What follows belongs to an exercise in optimizing a design on an open flow for small area, a short achievable clock period and few clock cycles per item; a production flow would make more cautious choices. RTL that was checked went through simulation tests only; none was proved equivalent to the original.

==> run Z <==
## led_pattern_generator_unit
module led_pattern_generator_unit (
    input  logic        clk,
    input  logic        rst_n,
    input  logic        cfg_we,
    input  logic [2:0]  cfg_index,
    input  logic [15:0] cfg_data,
    input  logic        in_valid,
    output logic        in_ready,
    input  logic [31:0] now_ms,
    output logic        out_valid,
    input  logic        out_ready,
    output logic [9:0]  pwm_level,
    output logic [6:0]  brightness_pct
);
    localparam logic [7:0] DIV_CUT = 8'b0111_1111;
    logic [2:0]  mode_reg;
    logic [15:0] slow_on_reg;
    logic [15:0] slow_off_reg;
    logic [15:0] fast_half_reg;
    logic [15:0] inhale_reg;
    logic [15:0] exhale_reg;
    logic [15:0] pause_reg;
    logic        mode_clear;
    logic        is_slow;        
    logic        is_fast;
    logic        is_breathe;
    always_ff @(posedge clk or negedge rst_n)
    begin
        if (!rst_n) begin
            mode_reg      <= MODE_OFF;
            slow_on_reg   <= RST_SLOW_ON;
            slow_off_reg  <= RST_SLOW_OFF;
            fast_half_reg <= RST_FAST_HALF;
            inhale_reg    <= RST_INHALE;
            exhale_reg    <= RST_EXHALE;
            pause_reg     <= RST_PAUSE;
        end else if (cfg_we) begin
            case (cfg_index)
                CFG_MODE:      mode_reg      <= cfg_data[2:0];
                CFG_SLOW_ON:   slow_on_reg   <= cfg_data;
                CFG_SLOW_OFF:  slow_off_reg  <= cfg_data;
                CFG_FAST_HALF: fast_half_reg <= cfg_data;
                CFG_INHALE:    inhale_reg    <= cfg_data;
                CFG_EXHALE:    exhale_reg    <= cfg_data;
                CFG_PAUSE:     pause_reg     <= cfg_data;
                default:       ;
            endcase
        end
    end
    always_ff @(posedge clk or negedge rst_n)
    begin
        if (!rst_n) begin
            is_slow    <= 1'b0;
            is_fast    <= 1'b0;
            is_breathe <= 1'b0;
  ...
clock: 9.0 ns
lec_check: 0
abc_area: 1
cap_margin: 20
core_margin: 2
core_utilization: 40
setup_slack_margin: 5
slew_margin: 20
run.sh (not shown) runs the stock make flow with config.mk's settings and CLKGATE_MAP_FILE= SYNTH_SCRIPT=/design/flow/synth_recipe.tcl, a recipe that flattens the netlist after the stock synthesis.
==> run B (differences from run Z) <==
--- a/flow/design.v
+++ b/flow/design.v
@@ -34,10 +34,25 @@
     assign diff    = {1'b0, rem_in} - {2'b0, den};
     assign q       = !diff[17];
     assign kept    = q ? diff[15:0] : rem_in[15:0];
     assign rem_out = {kept, next_bit};
 endmodule
+module lpg_csa #(
+    parameter int W = 8
+) (
+    input  logic [W-1:0] a,
+    input  logic [W-1:0] b,
+    input  logic [W-1:0] c,
+    input  logic         cin,
+    output logic [W-1:0] s,
+    output logic [W-1:0] k
+);
+    logic [W-1:0] maj;
+    assign s   = a ^ b ^ c;
+    assign maj = (a & b) | (a & c) | (b & c);
+    assign k   = {maj[W-2:0], cin};
+endmodule
 import lpg_pkg::*;
 module led_pattern_generator_unit (
     input  logic        clk,
     input  logic        rst_n,
     input  logic        cfg_we,
@@ -98,13 +113,15 @@
             is_breathe <= (cfg_data[2:0] == MODE_BREATHE);
         end
     end
     assign mode_clear = cfg_we && (cfg_index == CFG_MODE) && (cfg_data[2:0] != mode_reg);
     logic [17:0] cycle_reg;       
+    logic [15:0] exh_m1_reg;      
     always_ff @(posedge clk)
     begin
-        cycle_reg <= 18'(inhale_reg) + 18'(exhale_reg) + 18'(pause_reg);
+        cycle_reg  <= 18'(inhale_reg) + 18'(exhale_reg) + 18'(pause_reg);
+        exh_m1_reg <= exhale_reg - 16'd1;
     end
     logic adv;         
     logic skid_v;
     assign adv      = !skid_v;
     assign in_ready = !skid_v;
@@ -125,23 +142,32 @@
     logic        thr_eq;             
     logic [18:0] e_lo;               
     logic [13:0] t0_hi_m1;           
     logic        e_hi_zero;          
     logic [19:0] c_lo;               
+    logic [19:0] c_sum;              
+    logic [19:0] c_cry;
     logic        cmp;                
     logic        touch;
     logic [1:0]  kind1;
     assign thr_eq = is_fast;
     assign thr    = is_slow ? (lit_reg ? 18'(slow_on_reg) : 18'(slow_off_reg)) :
                     is_fast ? 18'(fast_half_reg) : cycle_reg;
-    assign e_lo      = {1'b0, t0[17:0]} + {1'b0, ~last_change_reg[17:0]} + 19'd1;
+    assign e_lo      = {1'b0, t0[17:0]} - {1'b0, last_change_reg[17:0]};
     assign t0_hi_m1  = t0[31:18] - 14'd1;
-    assign e_hi_zero = e_lo[18] ? (t0[31:18] == last_change_reg[31:18])
-                                : (t0_hi_m1 == last_change_reg[31:18]);
-    assign c_lo      = {2'b0, t0[17:0]} + {2'b0, ~last_change_reg[17:0]} + {2'b11, ~thr}
-                       + 20'd1 + 20'(thr_eq);
-    assign cmp       = !e_hi_zero || (e_lo[18] ? (c_lo[19:18] == 2'b01) : (c_lo[19:18] == 2'b00));
+    assign e_hi_zero = e_lo[18] ? (t0_hi_m1 == last_change_reg[31:18])
+                                : (t0[31:18] == last_change_reg[31:18]);
+    lpg_csa #(.W(20)) u_csa_c (
+        .a   ({2'b00, t0[17:0]}),
+        .b   ({2'b00, ~last_change_reg[17:0]}),
+        .c   ({2'b11, ~thr}),
+        .cin (thr_eq),
+        .s   (c_sum),
+        .k   (c_cry)
+    );
+    assign c_lo      = c_sum - ~c_cry;
+    assign cmp       = !e_hi_zero || (e_lo[18] ? (c_lo[19:18] == 2'b00) : (c_lo[19:18] == 2'b01));
     always_comb
     begin
         touch = 1'b0;
         kind1 = K_KEEP;
         case (mode_reg)
@@ -174,15 +200,24 @@
         end else if (adv && v0 && (is_slow || is_fast)) begin
             lit_reg <= lit_reg ^ touch;
         end
     end
     logic [19:0] p_lo;
+    logic [19:0] p_sum;
+    logic [19:0] p_cry;
     logic        below_inh;          
     logic [15:0] x1;                 
-    assign p_lo      = {2'b0, t0[17:0]} + {2'b0, ~last_change_reg[17:0]} + {4'hF, ~inhale_reg}
-                       + 20'd2;
-    assign below_inh = e_lo[18] ? (p_lo[19:18] == 2'b00) : (p_lo[19:18] == 2'b11);
+    lpg_csa #(.W(20)) u_csa_p (
+        .a   ({2'b00, t0[17:0]}),
+        .b   ({2'b00, ~last_change_reg[17:0]}),
+        .c   ({4'hF, ~inhale_reg}),
+        .cin (1'b1),
+        .s   (p_sum),
+        .k   (p_cry)
+    );
+    assign p_lo      = p_sum - ~p_cry;
+    assign below_inh = e_lo[18] ? (p_lo[19:18] == 2'b11) : (p_lo[19:18] == 2'b00);
     assign x1        = below_inh ? e_lo[15:0] : p_lo[15:0];
     logic [15:0] x1_reg;
     logic        below_inh1;
     logic        big1;               
     logic        restart1;
@@ -199,20 +234,39 @@
         end
     end
     always_ff @(posedge clk or negedge rst_n)
     begin
         if (!rst_n)   v1 <= 1'b0;
-        else if (adv) v1 <= v0 && is_breathe;
+        else if (adv) v1 <= v0;
     end
     logic        below_ramps;
     logic [15:0] d2;
+    logic [23:0] n_sum1;
+    logic [23:0] n_cry1;
+    logic [23:0] n_sum2;
+    logic [23:0] n_cry2;
     logic [23:0] num2;
     logic [1:0]  kind2;
     assign below_ramps = below_inh1 || (!big1 && (x1_reg < exhale_reg));
-    assign d2          = below_inh1 ? inhale_reg : exhale_reg;
-    assign num2        = (24'(x1_reg) << 7) + (24'(x1_reg) << 6) + (24'(x1_reg) << 3)
-                         + 24'(d2) - 24'(!below_inh1);
+    assign d2          = below_inh1 ? inhale_reg : exh_m1_reg;
+    lpg_csa #(.W(24)) u_csa_n1 (
+        .a   (24'(x1_reg) << 7),
+        .b   (24'(x1_reg) << 6),
+        .c   (24'(x1_reg) << 3),
+        .cin (1'b0),
+        .s   (n_sum1),
+        .k   (n_cry1)
+    );
+    lpg_csa #(.W(24)) u_csa_n2 (
+        .a   (n_sum1),
+        .b   (n_cry1),
+        .c   (24'(d2)),
+        .cin (1'b0),
+        .s   (n_sum2),
+        .k   (n_cry2)
+    );
+    assign num2        = n_sum2 + n_cry2;
     always_comb
     begin
         kind2 = kind1_reg;
         if (kind1_reg == K_DIV) begin
             if (restart1) begin
@@ -239,11 +293,11 @@
     assign rem_a[0]  = '0;
     assign num_a[0]  = num2;
     assign quo_a[0]  = '0;
     assign sel_a[0]  = below_inh1;
     assign kind_a[0] = kind2;
-    assign v_a[0]    = v1;
+    assign v_a[0]    = v1 && is_breathe;
     for (genvar j = 0; j < 8; j++) begin : g_bnd
         if (DIV_CUT[j]) begin : g_reg
             always_ff @(posedge clk)
             begin
                 if (adv) begin
@@ -299,17 +353,17 @@
     always_ff @(posedge clk)
     begin
         if (adv) begin
             quo_f  <= quo_a[7];
             sel_f  <= sel_a[7];
-            kind_f <= is_breathe ? kind_a[7] : kind1;
+            kind_f <= is_breathe ? kind_a[7] : kind1_reg;
         end
     end
     always_ff @(posedge clk or negedge rst_n)
     begin
         if (!rst_n)   v7 <= 1'b0;
-        else if (adv) v7 <= is_breathe ? v_a[7] : v0;
+        else if (adv) v7 <= is_breathe ? v_a[7] : v1;
     end
     logic [6:0]  br_sel;
     logic [6:0]  br_fin;
     logic [6:0]  br_reg;     
     always_comb
==> flow/flow/run.sh (new file) <==
#!/bin/bash
set -euo pipefail
bash standard.sh SETUP_SLACK_MARGIN=5.7 finish > standard_flow.log 2>&1
==> flow/standard.sh (new file) <==
#!/bin/bash
# synth_recipe.tcl (not shown) runs the flow's synth.tcl, then flattens the netlist and writes it again
# the make line also repeats each setting of config.mk as NAME=value (left out here)
make -C /OpenROAD-flow-scripts/flow DESIGN_CONFIG=/design/flow/config.mk WORK_HOME=/design/flow/orfs CLKGATE_MAP_FILE= SYNTH_SCRIPT=/design/flow/synth_recipe.tcl "${@:-finish}"
- CORE_UTILIZATION: 40 -> 55
- CTS_CLUSTER_DIAMETER: unset -> 100
- CTS_CLUSTER_SIZE: unset -> 25
- GPL_ROUTABILITY_DRIVEN: unset -> 0
- PLACE_DENSITY: unset -> 0.8
- TNS_END_PERCENT: unset -> 10
removed: flow/run.sh
==> run Y (differences from run Z) <==
--- a/flow/design.v
+++ b/flow/design.v
@@ -49,22 +49,19 @@
     output logic        out_valid,
     input  logic        out_ready,
     output logic [9:0]  pwm_level,
     output logic [6:0]  brightness_pct
 );
-    localparam logic [7:0] DIV_CUT = 8'b0111_1111;
+    localparam logic [7:0] DIV_CUT = 8'b1111_1111;
     logic [2:0]  mode_reg;
     logic [15:0] slow_on_reg;
     logic [15:0] slow_off_reg;
     logic [15:0] fast_half_reg;
     logic [15:0] inhale_reg;
     logic [15:0] exhale_reg;
     logic [15:0] pause_reg;
     logic        mode_clear;
-    logic        is_slow;        
-    logic        is_fast;
-    logic        is_breathe;
     always_ff @(posedge clk or negedge rst_n)
     begin
         if (!rst_n) begin
             mode_reg      <= MODE_OFF;
             slow_on_reg   <= RST_SLOW_ON;
@@ -84,22 +81,10 @@
                 CFG_PAUSE:     pause_reg     <= cfg_data;
                 default:       ;
             endcase
         end
     end
-    always_ff @(posedge clk or negedge rst_n)
-    begin
-        if (!rst_n) begin
-            is_slow    <= 1'b0;
-            is_fast    <= 1'b0;
-            is_breathe <= 1'b0;
-        end else if (cfg_we && (cfg_index == CFG_MODE)) begin
-            is_slow    <= (cfg_data[2:0] == MODE_SLOW);
-            is_fast    <= (cfg_data[2:0] == MODE_FAST);
-            is_breathe <= (cfg_data[2:0] == MODE_BREATHE);
-        end
-    end
     assign mode_clear = cfg_we && (cfg_index == CFG_MODE) && (cfg_data[2:0] != mode_reg);
     logic [17:0] cycle_reg;       
     always_ff @(posedge clk)
     begin
         cycle_reg <= 18'(inhale_reg) + 18'(exhale_reg) + 18'(pause_reg);
@@ -121,43 +106,48 @@
     end
     logic [31:0] last_change_reg;    
     logic        lit_reg;            
     logic [17:0] thr;                
     logic        thr_eq;             
-    logic [18:0] e_lo;               
-    logic [13:0] t0_hi_m1;           
-    logic        e_hi_zero;          
-    logic [19:0] c_lo;               
+    logic [32:0] t_ge_l;             
+    logic [33:0] t_cmp;              
     logic        cmp;                
     logic        touch;
     logic [1:0]  kind1;
-    assign thr_eq = is_fast;
-    assign thr    = is_slow ? (lit_reg ? 18'(slow_on_reg) : 18'(slow_off_reg)) :
-                    is_fast ? 18'(fast_half_reg) : cycle_reg;
-    assign e_lo      = {1'b0, t0[17:0]} + {1'b0, ~last_change_reg[17:0]} + 19'd1;
-    assign t0_hi_m1  = t0[31:18] - 14'd1;
-    assign e_hi_zero = e_lo[18] ? (t0[31:18] == last_change_reg[31:18])
-                                : (t0_hi_m1 == last_change_reg[31:18]);
-    assign c_lo      = {2'b0, t0[17:0]} + {2'b0, ~last_change_reg[17:0]} + {2'b11, ~thr}
-                       + 20'd1 + 20'(thr_eq);
-    assign cmp       = !e_hi_zero || (e_lo[18] ? (c_lo[19:18] == 2'b01) : (c_lo[19:18] == 2'b00));
+    always_comb
+    begin
+        thr_eq = 1'b0;
+        case (mode_reg)
+            MODE_SLOW: thr = lit_reg ? 18'(slow_on_reg) : 18'(slow_off_reg);
+            MODE_FAST: begin
+                thr    = 18'(fast_half_reg);
+                thr_eq = 1'b1;
+            end
+            default:   thr = cycle_reg;
+        endcase
+    end
+    assign t_ge_l = {1'b0, t0} - {1'b0, last_change_reg};
+    assign t_cmp  = {2'b0, t0} + {2'b0, ~last_change_reg} + {2'b0, ~{14'd0, thr}}
+                    + 34'd1 + 34'(thr_eq);
+    assign cmp    = t_ge_l[32] ? t_cmp[32] : t_cmp[33];
     always_comb
     begin
         touch = 1'b0;
         kind1 = K_KEEP;
         case (mode_reg)
             MODE_OFF: kind1 = K_ZERO;
             MODE_ON:  kind1 = K_FULL;
             MODE_SLOW, MODE_FAST: begin
+                touch = cmp;
                 kind1 = (lit_reg ^ cmp) ? K_FULL : K_ZERO;
             end
             MODE_BREATHE: begin
+                touch = cmp;
                 kind1 = K_DIV;
             end
             default: ;
         endcase
-        touch = (is_slow || is_fast || is_breathe) && cmp;
     end
     always_ff @(posedge clk or negedge rst_n)
     begin
         if (!rst_n) begin
             last_change_reg <= '0;
@@ -169,17 +159,19 @@
     begin
         if (!rst_n) begin
             lit_reg <= 1'b0;
         end else if (mode_clear) begin
             lit_reg <= 1'b0;
-        end else if (adv && v0 && (is_slow || is_fast)) begin
+        end else if (adv && v0 && ((mode_reg == MODE_SLOW) || (mode_reg == MODE_FAST))) begin
             lit_reg <= lit_reg ^ touch;
         end
     end
+    logic [18:0] e_lo;
     logic [19:0] p_lo;
     logic        below_inh;          
     logic [15:0] x1;                 
+    assign e_lo      = {1'b0, t0[17:0]} + {1'b0, ~last_change_reg[17:0]} + 19'd1;
     assign p_lo      = {2'b0, t0[17:0]} + {2'b0, ~last_change_reg[17:0]} + {4'hF, ~inhale_reg}
                        + 20'd2;
     assign below_inh = e_lo[18] ? (p_lo[19:18] == 2'b00) : (p_lo[19:18] == 2'b11);
     assign x1        = below_inh ? e_lo[15:0] : p_lo[15:0];
     logic [15:0] x1_reg;
@@ -199,11 +191,11 @@
         end
     end
     always_ff @(posedge clk or negedge rst_n)
     begin
         if (!rst_n)   v1 <= 1'b0;
-        else if (adv) v1 <= v0 && is_breathe;
+        else if (adv) v1 <= v0;
     end
     logic        below_ramps;
     logic [15:0] d2;
     logic [23:0] num2;
     logic [1:0]  kind2;
@@ -291,38 +283,25 @@
         assign sel_a[j + 1]  = sel_b[j];
         assign kind_a[j + 1] = kind_b[j];
         assign v_a[j + 1]    = v_b[j];
     end
     logic [6:0]  quo_f;
-    logic        sel_f;
-    logic [1:0]  kind_f;
-    logic        v7;
-    always_ff @(posedge clk)
-    begin
-        if (adv) begin
-            quo_f  <= quo_a[7];
-            sel_f  <= sel_a[7];
-            kind_f <= is_breathe ? kind_a[7] : kind1;
-        end
-    end
-    always_ff @(posedge clk or negedge rst_n)
-    begin
-        if (!rst_n)   v7 <= 1'b0;
-        else if (adv) v7 <= is_breathe ? v_a[7] : v0;
-    end
     logic [6:0]  br_sel;
     logic [6:0]  br_fin;
     logic [6:0]  br_reg;     
+    logic        v7;
+    assign quo_f = quo_b[7];
+    assign v7    = v_b[7];
     always_comb
     begin
-        case (kind_f)
+        case (kind_b[7])
             K_ZERO:  br_sel = 7'd0;
             K_FULL:  br_sel = 7'd100;
             K_KEEP:  br_sel = br_reg;
-            default: br_sel = sel_f ? quo_f : (7'd100 - quo_f);
+            default: br_sel = sel_b[7] ? quo_f : (7'd100 - quo_f);
         endcase
-        br_fin = (is_breathe && (br_sel < 7'd10)) ? 7'd10 : br_sel;
+        br_fin = ((mode_reg == MODE_BREATHE) && (br_sel < 7'd10)) ? 7'd10 : br_sel;
     end
     always_ff @(posedge clk or negedge rst_n)
     begin
         if (!rst_n) begin
             br_reg <= '0;
@@ -330,18 +309,19 @@
             br_reg <= '0;
         end else if (adv && v7) begin
             br_reg <= br_fin;
         end
     end
+    logic [6:0]  skid_br;
     logic [6:0]  out_br_next;
     logic [9:0]  pwm_lut;
     logic [9:0]  pwm_reg;
     logic [6:0]  pct_reg;
     logic        out_valid_reg;
     logic        out_free;
     assign out_free    = !out_valid_reg || out_ready;
-    assign out_br_next = skid_v ? br_reg : br_fin;
+    assign out_br_next = skid_v ? skid_br : br_fin;
     always_comb
     begin
         case (out_br_next)
             7'd0: pwm_lut = 10'd1023;
             7'd1: pwm_lut = 10'd1023;
@@ -467,10 +447,11 @@
             out_valid_reg <= 1'b0;
         end
     end
     always_ff @(posedge clk)
     begin
+        if (!skid_v && v7 && !out_free) skid_br <= br_fin;
         if ((skid_v || v7) && out_free) begin
             pwm_reg <= pwm_lut;
             pct_reg <= out_br_next;
         end
     end
- ABC_AREA: 1 -> unset
==> notes.md <==
item                                                                                        run B                     run Z                  run Y
Ys async rst share                                                                          34.3%                     35.5%                  34.5%
Synthesized net count                                                                       3,651                     3,889                  3,369
Weighted congestion reported at the end of routability-driven placement                         -                     0.907                  0.896
Top-count cell post-synth                                                sky130_fd_sc_hd__nand2_1  sky130_fd_sc_hd__nand2_1  sky130_fd_sc_hd__ha_1
Proportion of synthesized area in mux cells                                               0.0690%                    0.113%                  11.2%
Multi-input comb cells                                                                      2,449                     2,573                  2,090
Time the final worst path needs with I/O delays and setup                                 3.71 ns                   4.21 ns                4.13 ns
Vias in the first global route                                                              22.3k                     23.5k                  23.2k
Outcome                                                                            finished clean            finished clean         finished clean
Met3 track utilization from global routing                                                  4.02%                     2.95%                  3.61%
Startpoint of the most critical hold path                                            kind_b[2][0]               num_a[6][1]            num_a[5][1]
Vias/cell                                                                                    5.94                      5.29                   5.53
Pre-CTS WS                                                                                4.53 ns                   4.03 ns                3.66 ns
Testbench counts of run B, summed over its fixed seeds: cycles 8,930, items 8,000.
No functional check of the RTL was part of run Z and run Y.

static timing again, ports no longer ideal:
How much do the figures lean on ideal ports? The routed layouts below were timed once more, with nothing changed but the port constraints.
Step 1 sets driving cells, clkbuf_16 on the clock port and buf_2 on the other inputs (assumed; they add their load-dependent delay and slew).
Step 2 moves the port delays by t, midway between the first and last clock arrival at a register: inputs arrive t later, outputs are due t later. That takes back most of the time a late clock gives input paths.
a / b / c = ideal / step 1 / step 2; a / b = the first two.
run | t (ns) | slack for setup (ns) | clock arrival spread, ns | slew at the worst register clock pin (ns) | cell pins on the clock port's net
run Z | 0.679 | 4.789 / 4.789 / 4.626 | 0.025 / 0.025 | 0.06 / 0.06 | 1
run B | 0.653 | 5.295 / 5.295 / 5.103 | 0.021 / 0.020 | 0.11 / 0.11 | 1
run Y | 0.665 | 4.868 / 4.868 / 4.868 | 0.020 / 0.021 | 0.07 / 0.07 | 1
After both steps every run listed still meets setup and hold. For run B, which loses most, drivers alone change the setup slack by 0.000 ns; drivers and shift together by -0.192 ns.
